This is an optimization exercise on Yosys and OpenROAD, whose aim is small area, not a production implementation.
Only simulation tests tie the RTL to the original design; equivalence was not proved.

==> inputs of amber <==
==> flow/design.v <==
`timescale 1ns/1ps
module gf_vme_interface
(
	input  logic                                   clk,
	input  logic                                   rst,
	input  logic                                   mezzanine_sel,
	input  logic                                   cmd_valid,
	output logic                                   cmd_ready,
	input  logic                                   cmd_write,
	input  logic [16-1:0]                  cmd_addr,
	input  logic [32-1:0]                  cmd_wdata,
	input  logic                                   cmd_mezzanine,
	output logic                                   rsp_valid,
	input  logic                                   rsp_ready,
	output logic [32-1:0]                  rsp_rdata,
	output logic [32-1:0]                  local_add,
	output logic [32-1:0]                  control,
	output logic [32-1:0]                  dcm,
	output logic                                   dcm_write,
	output logic [32-1:0]                  chi2cut,
	output logic [32-1:0]                  phioffset_w0w1,
	output logic [32-1:0]                  phioffset_w2w3,
	output logic [32-1:0]                  sectors,
	output logic [32-1:0]                  cdf_error_mask,
	output logic [32-1:0]                  svt_error_mask,
	input  logic [32-1:0]                  gf_status,
	input  logic [32-1:0]                  last_50h,
	input  logic [3:0][32-1:0]             wedge_status,
	output logic [3:0]                             clear_wedge_status,
	input  logic [32-1:0]                  error_reg,
	output logic                                   clear_error,
	input  logic [4-1:0][32-1:0] spy_counter,
	input  logic [32-1:0]                  spy_word,
	output logic                                   spy_read,
	output logic [1:0]                             spy_sel,
	output logic [9-1:0]             spy_addr,
	output logic [4-1:0]                 spy_reset
);
	localparam int W = 32;
	logic [7:0]  page, off;
	logic [15:0] ohc;
	logic        hi0, pg_cfg, pg_st, pg_cnt, pg_win;
	assign page   = cmd_addr[15:8];
	assign off    = cmd_addr[7:0];
	assign hi0    = (off[7:4] == 4'd0);
	assign ohc    = {16{hi0}} & (16'(1) << off[3:0]);
	assign pg_cfg = (page == 8'h80);
	assign pg_st  = (page == 8'h81);
	assign pg_cnt = (page == 8'h82);
	assign pg_win = (cmd_addr[15:11] == 5'b10001);
	logic mezz_q, w_q, win_q, nop_q;
	logic p1, p2r, p2x, p2w, p3w, rv;
	logic idle, take;
	assign idle      = !(p1 || p2r || p2x || p2w || p3w || rv);
	assign take      = cmd_valid && idle && (cmd_mezzanine == mezz_q);
	assign cmd_ready = idle;
	assign rsp_valid = rv;
	always_ff @(posedge clk)
	begin
		mezz_q <= mezzanine_sel;
		w_q    <= cmd_write;
		win_q  <= pg_win;
		nop_q  <= !(pg_cfg || pg_st || pg_cnt || pg_win);
	end
	always_ff @(posedge clk)
	begin
		if (rst)
		begin
			p1  <= 1'b0;
			p2r <= 1'b0;
			p2x <= 1'b0;
			p2w <= 1'b0;
			p3w <= 1'b0;
			rv  <= 1'b0;
		end
		else
		begin
			p1  <= take;
			p2r <= p1 && !nop_q && !w_q && !win_q;
			p2x <= p1 && !nop_q && w_q;
			p2w <= p1 && win_q && !w_q;
			p3w <= p2w;
			rv  <= (p1 && nop_q) || p2r || p2x || p3w || (rv && !rsp_ready);
		end
	end
	logic [8:0] s_cfg;
	logic [3:0] s_wedge, s_cnt;
	logic       s_fw, s_gfs, s_l50, s_err;
	logic       tk;
	assign tk = take && !rst;
	always_ff @(posedge clk)
	begin
		s_cfg   <= {9{tk && pg_cfg}} & ohc[8:0];
		s_fw    <= tk && !cmd_write && pg_st && ohc[0];
		s_gfs   <= tk && !cmd_write && pg_st && ohc[1];
		s_l50   <= tk && !cmd_write && pg_st && ohc[2];
		s_wedge <= {4{tk && pg_st}} & ohc[6:3];
		s_err   <= tk && pg_st && ohc[7];
		s_cnt   <= {4{tk && pg_cnt}} & ohc[3:0];
	end
	assign spy_read = p1 && win_q && !w_q;
	logic [W-1:0] d_q, d_in, rdata;
	logic         tw, tr, hold;
	always_comb
	begin
		rdata = '0;
		if (s_fw)  rdata = rdata | 32'h10011102;
		if (s_gfs) rdata = rdata | gf_status;
		if (s_l50) rdata = rdata | last_50h;
		if (s_err) rdata = rdata | error_reg;
		for (int i = 0; i < 4; i++)
		begin
			if (s_wedge[i]) rdata = rdata | wedge_status[i];
			if (s_cnt[i])   rdata = rdata | spy_counter[i];
		end
		if (s_cfg[0]) rdata = rdata | local_add;
		if (s_cfg[1]) rdata = rdata | control;
		if (s_cfg[2]) rdata = rdata | dcm;
		if (s_cfg[3]) rdata = rdata | chi2cut;
		if (s_cfg[4]) rdata = rdata | phioffset_w0w1;
		if (s_cfg[5]) rdata = rdata | phioffset_w2w3;
		if (s_cfg[6]) rdata = rdata | sectors;
		if (s_cfg[7]) rdata = rdata | cdf_error_mask;
		if (s_cfg[8]) rdata = rdata | svt_error_mask;
	end
	assign tw   = idle && cmd_write;
	assign tr   = idle && !cmd_write;
	assign hold = p2r || p3w || rv;
	assign d_in = ({W{tw}} & cmd_wdata) | {{(W-11){1'b0}}, {11{tr}} & cmd_addr[10:0]} |
		rdata | ({W{p2w}} & spy_word) | ({W{hold}} & d_q);
	always_ff @(posedge clk)
		d_q <= d_in;
	assign rsp_rdata = d_q;
	assign spy_sel   = d_q[10:9];
	assign spy_addr  = d_q[8:0];
	logic [W-1:0] wd;
	logic [8:0]   ld;
	assign wd = rst ? '0 : d_q;
	assign ld = ({9{w_q}} & s_cfg) | {9{rst}};
	always_ff @(posedge clk) if (ld[0]) local_add      <= wd;
	always_ff @(posedge clk) if (ld[1]) control        <= wd;
	always_ff @(posedge clk) if (ld[2]) dcm            <= wd;
	always_ff @(posedge clk) if (ld[3]) chi2cut        <= wd;
	always_ff @(posedge clk) if (ld[4]) phioffset_w0w1 <= wd;
	always_ff @(posedge clk) if (ld[5]) phioffset_w2w3 <= wd;
	always_ff @(posedge clk) if (ld[6]) sectors        <= wd;
	always_ff @(posedge clk) if (ld[7]) cdf_error_mask <= wd;
	always_ff @(posedge clk) if (ld[8]) svt_error_mask <= wd;
	always_ff @(posedge clk)
	begin
		if (rst)
		begin
			dcm_write          <= 1'b0;
			clear_wedge_status <= '0;
			clear_error        <= 1'b0;
			spy_reset          <= '0;
		end
		else
		begin
			dcm_write          <= w_q && s_cfg[2];
			clear_wedge_status <= {4{w_q}} & s_wedge;
			clear_error        <= w_q && s_err;
			spy_reset          <= {4{w_q}} & s_cnt;
		end
	end
endmodule
==> flow/flow/run.sh <==
#!/bin/bash
# Standard ORFS layout (the standard.sh) with two changes:
#  - the port buffers that buffer_ports inserts use the smallest buffer cell
#    instead of the library's default pick;
#  - clock tree synthesis does not add dummy loads.
# Every tool's output goes to standard.log.
set -o pipefail
export BUFFER_PORTS_ARGS="-buffer_cell sky130_fd_sc_hd__buf_1"
export CTS_ARGS="-sink_clustering_enable -repair_clock_nets -dont_use_dummy_load"
bash standard.sh > standard.log 2>&1
==> flow/standard.sh <==
#!/bin/bash
# synth_recipe.tcl (not shown) runs the flow's synth.tcl, then flattens the netlist and writes it again
# the make line also repeats each setting of config.mk as NAME=value (left out here)
make -C /OpenROAD-flow-scripts/flow DESIGN_CONFIG=/design/flow/config.mk WORK_HOME=/design/flow/orfs CLKGATE_MAP_FILE= SYNTH_SCRIPT=/design/flow/synth_recipe.tcl "${@:-finish}"
==> flow/config.mk <==
export PLATFORM = sky130hd
export DESIGN_NAME = gf_vme_interface
export DESIGN_NICKNAME = gf_vme_interface
export VERILOG_FILES = /design/flow/design.v
export SDC_FILE = /design/flow/constraint.sdc
export NUM_CORES = 4
export LEC_CHECK = 0
export CAP_MARGIN = 20
export CORE_AREA = 2.3 2.72 417.7 73.44
export DIE_AREA = 0 0 420 76
export GPL_TIMING_DRIVEN = 0
export SLEW_MARGIN = 20
==> flow/constraint.sdc <==
create_clock -name core_clock -period 4.0 [get_ports {clk}]
set_input_delay 0.8000 -clock core_clock [delete_from_list [all_inputs] [get_ports {clk}]]
set_output_delay 0.8000 -clock core_clock [all_outputs]
set_load 0.01 [all_outputs]
==> cedar (differences from amber) <==
==> flow/design.v, changed modules only <==
module gf_vme_interface
(
	input  logic                                   clk,
	input  logic                                   rst,
	input  logic                                   mezzanine_sel,
	input  logic                                   cmd_valid,
	output logic                                   cmd_ready,
	input  logic                                   cmd_write,
	input  logic [16-1:0]                  cmd_addr,
	input  logic [32-1:0]                  cmd_wdata,
	input  logic                                   cmd_mezzanine,
	output logic                                   rsp_valid,
	input  logic                                   rsp_ready,
	output logic [32-1:0]                  rsp_rdata,
	output logic [32-1:0]                  local_add,
	output logic [32-1:0]                  control,
	output logic [32-1:0]                  dcm,
	output logic                                   dcm_write,
	output logic [32-1:0]                  chi2cut,
	output logic [32-1:0]                  phioffset_w0w1,
	output logic [32-1:0]                  phioffset_w2w3,
	output logic [32-1:0]                  sectors,
	output logic [32-1:0]                  cdf_error_mask,
	output logic [32-1:0]                  svt_error_mask,
	input  logic [32-1:0]                  gf_status,
	input  logic [32-1:0]                  last_50h,
	input  logic [3:0][32-1:0]             wedge_status,
	output logic [3:0]                             clear_wedge_status,
	input  logic [32-1:0]                  error_reg,
	output logic                                   clear_error,
	input  logic [4-1:0][32-1:0] spy_counter,
	input  logic [32-1:0]                  spy_word,
	output logic                                   spy_read,
	output logic [1:0]                             spy_sel,
	output logic [9-1:0]             spy_addr,
	output logic [4-1:0]                 spy_reset
);
	localparam int W = 32;
	logic [7:0] page, off;
	logic       hi0;
	logic       mezz_q;
	logic       w_q;         
	logic [3:0] off_q;       
	logic       cfg_q;       
	logic       st_q;        
	logic       cnt_q;       
	logic       win_q;       
	logic       nop_q;       
	assign page = cmd_addr[15:8];
	assign off  = cmd_addr[7:0];
	assign hi0  = (off[7:4] == 4'd0);
	always_ff @(posedge clk)
	begin
		mezz_q <= mezzanine_sel;
		w_q    <= cmd_write;
		off_q  <= off[3:0];
		cfg_q  <= (page == 8'h80) && hi0 && (!off[3] || (off[2:0] == 3'd0));
		st_q   <= (page == 8'h81) && hi0 && !off[3];
		cnt_q  <= (page == 8'h82) && hi0 && (off[3:2] == 2'd0);
		win_q  <= (cmd_addr[15:11] == 5'b10001);
		nop_q  <= !((page == 8'h80) || (page == 8'h81) ||
			(page == 8'h82) || (cmd_addr[15:11] == 5'b10001));
	end
	logic p1, p2, p2w, p3w, rv;
	logic idle, take;
	assign idle      = !(p1 || p2 || p2w || p3w || rv);
	assign take      = cmd_valid && idle && (cmd_mezzanine == mezz_q);
	assign cmd_ready = idle;
	assign rsp_valid = rv;
	always_ff @(posedge clk)
	begin
		if (rst)
		begin
			p1  <= 1'b0;
			p2  <= 1'b0;
			p2w <= 1'b0;
			p3w <= 1'b0;
			rv  <= 1'b0;
		end
		else
		begin
			p1  <= take;
			p2  <= p1 && !nop_q && !(win_q && !w_q);
			p2w <= p1 && win_q && !w_q;
			p3w <= p2w;
			rv  <= (p1 && nop_q) || p2 || p3w || (rv && !rsp_ready);
		end
	end
	logic [15:0] oh;         
	logic [8:0]  cfg_we;
	logic        wr, rd;
	logic [15:0] ohc;
	logic        rtake;
	logic [8:0]  cfg_re;
	logic [3:0]  wedge_re, cnt_re;
	logic        fw_re, gfs_re, l50_re, err_re;
	assign ohc   = 16'(1) << off[3:0];
	assign rtake = take && !cmd_write && hi0;
	always_ff @(posedge clk)
	begin
		cfg_re   <= {9{rtake && (page == 8'h80)}} & ohc[8:0];
		fw_re    <= rtake && (page == 8'h81) && ohc[0];
		gfs_re   <= rtake && (page == 8'h81) && ohc[1];
		l50_re   <= rtake && (page == 8'h81) && ohc[2];
		wedge_re <= {4{rtake && (page == 8'h81)}} & ohc[6:3];
		err_re   <= rtake && (page == 8'h81) && ohc[7];
		cnt_re   <= {4{rtake && (page == 8'h82)}} & ohc[3:0];
	end
	assign oh = 16'(1) << off_q;
	assign wr = p1 && w_q;
	assign rd = p1 && !w_q;
	assign cfg_we   = {9{wr && cfg_q}} & oh[8:0];
	assign spy_read = rd && win_q;
	logic [W-1:0] d_q;
	logic [W-1:0] rdata;
	always_comb
	begin
		rdata = '0;
		if (fw_re) rdata = rdata | 32'h10011102;
		if (gfs_re) rdata = rdata | gf_status;
		if (l50_re) rdata = rdata | last_50h;
		if (err_re) rdata = rdata | error_reg;
		for (int i = 0; i < 4; i++)
		begin
			if (wedge_re[i]) rdata = rdata | wedge_status[i];
			if (cnt_re[i])   rdata = rdata | spy_counter[i];
		end
		if (cfg_re[0]) rdata = rdata | local_add;
		if (cfg_re[1]) rdata = rdata | control;
		if (cfg_re[2]) rdata = rdata | dcm;
		if (cfg_re[3]) rdata = rdata | chi2cut;
		if (cfg_re[4]) rdata = rdata | phioffset_w0w1;
		if (cfg_re[5]) rdata = rdata | phioffset_w2w3;
		if (cfg_re[6]) rdata = rdata | sectors;
		if (cfg_re[7]) rdata = rdata | cdf_error_mask;
		if (cfg_re[8]) rdata = rdata | svt_error_mask;
	end
	logic tw, tr;
	logic [W-1:0] d_in;
	assign tw   = take && cmd_write;
	assign tr   = take && !cmd_write;
	assign d_in = ({W{tw}} & cmd_wdata) | {{(W-11){1'b0}}, {11{tr}} & cmd_addr[10:0]} |
		rdata | ({W{p2w}} & spy_word);
	always_ff @(posedge clk)
	begin
		if (take || p1 || p2w)
			d_q <= d_in;
	end
	assign rsp_rdata = d_q;
	assign spy_sel   = d_q[10:9];
	assign spy_addr  = d_q[8:0];
	logic [W-1:0] wd;
	logic [8:0]   ld;
	assign wd = rst ? '0 : d_q;
	assign ld = cfg_we | {9{rst}};
	always_ff @(posedge clk) if (ld[0]) local_add      <= wd;
	always_ff @(posedge clk) if (ld[1]) control        <= wd;
	always_ff @(posedge clk) if (ld[2]) dcm            <= wd;
	always_ff @(posedge clk) if (ld[3]) chi2cut        <= wd;
	always_ff @(posedge clk) if (ld[4]) phioffset_w0w1 <= wd;
	always_ff @(posedge clk) if (ld[5]) phioffset_w2w3 <= wd;
	always_ff @(posedge clk) if (ld[6]) sectors        <= wd;
	always_ff @(posedge clk) if (ld[7]) cdf_error_mask <= wd;
	always_ff @(posedge clk) if (ld[8]) svt_error_mask <= wd;
	always_ff @(posedge clk)
	begin
		if (rst)
		begin
			dcm_write          <= 1'b0;
			clear_wedge_status <= '0;
			clear_error        <= 1'b0;
			spy_reset          <= '0;
		end
		else
		begin
			dcm_write          <= cfg_we[2];
			clear_wedge_status <= {4{wr && st_q}} & oh[6:3];
			clear_error        <= wr && st_q && oh[7];
			spy_reset          <= {4{wr && cnt_q}} & oh[3:0];
		end
	end
endmodule
==> flow/run.sh (new file) <==
#!/bin/bash
# synth_recipe.tcl (not shown) runs the flow's synth.tcl, then flattens the netlist and writes it again
# the make line also repeats each setting of config.mk as NAME=value (left out here)
make -C /OpenROAD-flow-scripts/flow DESIGN_CONFIG=/design/flow/config.mk WORK_HOME=/design/flow/orfs CLKGATE_MAP_FILE= SYNTH_SCRIPT=/design/flow/synth_recipe.tcl finish
Settings changed: CORE_AREA 2.3 2.72 417.7 73.44 to not set, CORE_MARGIN set to 2, CORE_UTILIZATION set to 60, DIE_AREA 0 0 420 76 to not set, GPL_TIMING_DRIVEN 0 to not set.
removed: flow/flow/run.sh
removed: flow/standard.sh
==> flow_metrics.py <==
metrics = {
    "outcome": {
        "status": "timing/DRC/antenna clean",
    },
    "worst_setup_path": {
        "critPathMostFrequentCell": "clkbuf_1",
        "reg2reg_depth": 5,
    },
    "layout": {
        "buffers_excl_clock": 894,
        "layout_common_cells": "buf_1 (787), edfxtp_1 (288), a22oi_1 (165)",
    },
    "cts": {
        "tritoncts": "yes",
    },
    "timing": {
        "period_share": 0.9018,
    },
    "drt": {
        "routed_wirelength_mm": 78.19,
        "viasPerCell": 6.886,
    },
    "yosys": {
        "yosys.area_share.simple": 0.07622,
    },
    "min_path": {
        "hp-class": "in -> reg",
    },
}
[end of results for amber]
==> flow_metrics.py <==
metrics = {
    "yosys": {
        "synth_fa_ha_area_frac": 0,
        "synth_xor_xnor_area_share": 0.0005774,
        "synth_mux_area_frac": 0,
        "synth_area_leaders": "edfxtp_1 (63%), a22oi_1 (7.3%), dfxtp_1 (6.2%)",
        "yosys.area_share.simple": 0.07621,
    },
    "outcome": {
        "status": "stopped before the end",
        "stop_error": "[ERROR PPL-0024] Number of IO pins (783) exceeds maximum number of available positions (582). Increase the die perimeter from 652.02um to 1064.88um.",
        "haltStage": "I/O pin placement (3_2_place_iop)",
    },
    "die": {
        "rows": 58,
    },
}
[end of results for cedar]

-- re-timing with driven ports --
The results above use ideal ports. As a check the final layout listed here was re-extracted and re-timed, cells and wires unchanged. Step 1 sets driving cells, clkbuf_16 on the clock port and buf_2 on the other inputs (assumed; they add their load-dependent delay and slew). Step 2 times the ports against the registers' clock, not the clock port: input delays grow and output delays shrink by t, the midpoint of the rising clock arrivals with the driver on. Three values: ideal, step 1, step 2; two values: the first two.
run: amber
shift t [ns]: 0.598
slack for setup (ns): 0.393 / 0.393 / 0.393
latest minus earliest clock arrival (ns): 0.026 / 0.026
pins driven straight from the clock port: 1
After both steps amber still meets setup and hold. For amber, drivers alone change the setup slack by 0.000 ns; drivers and shift together by 0.000 ns.
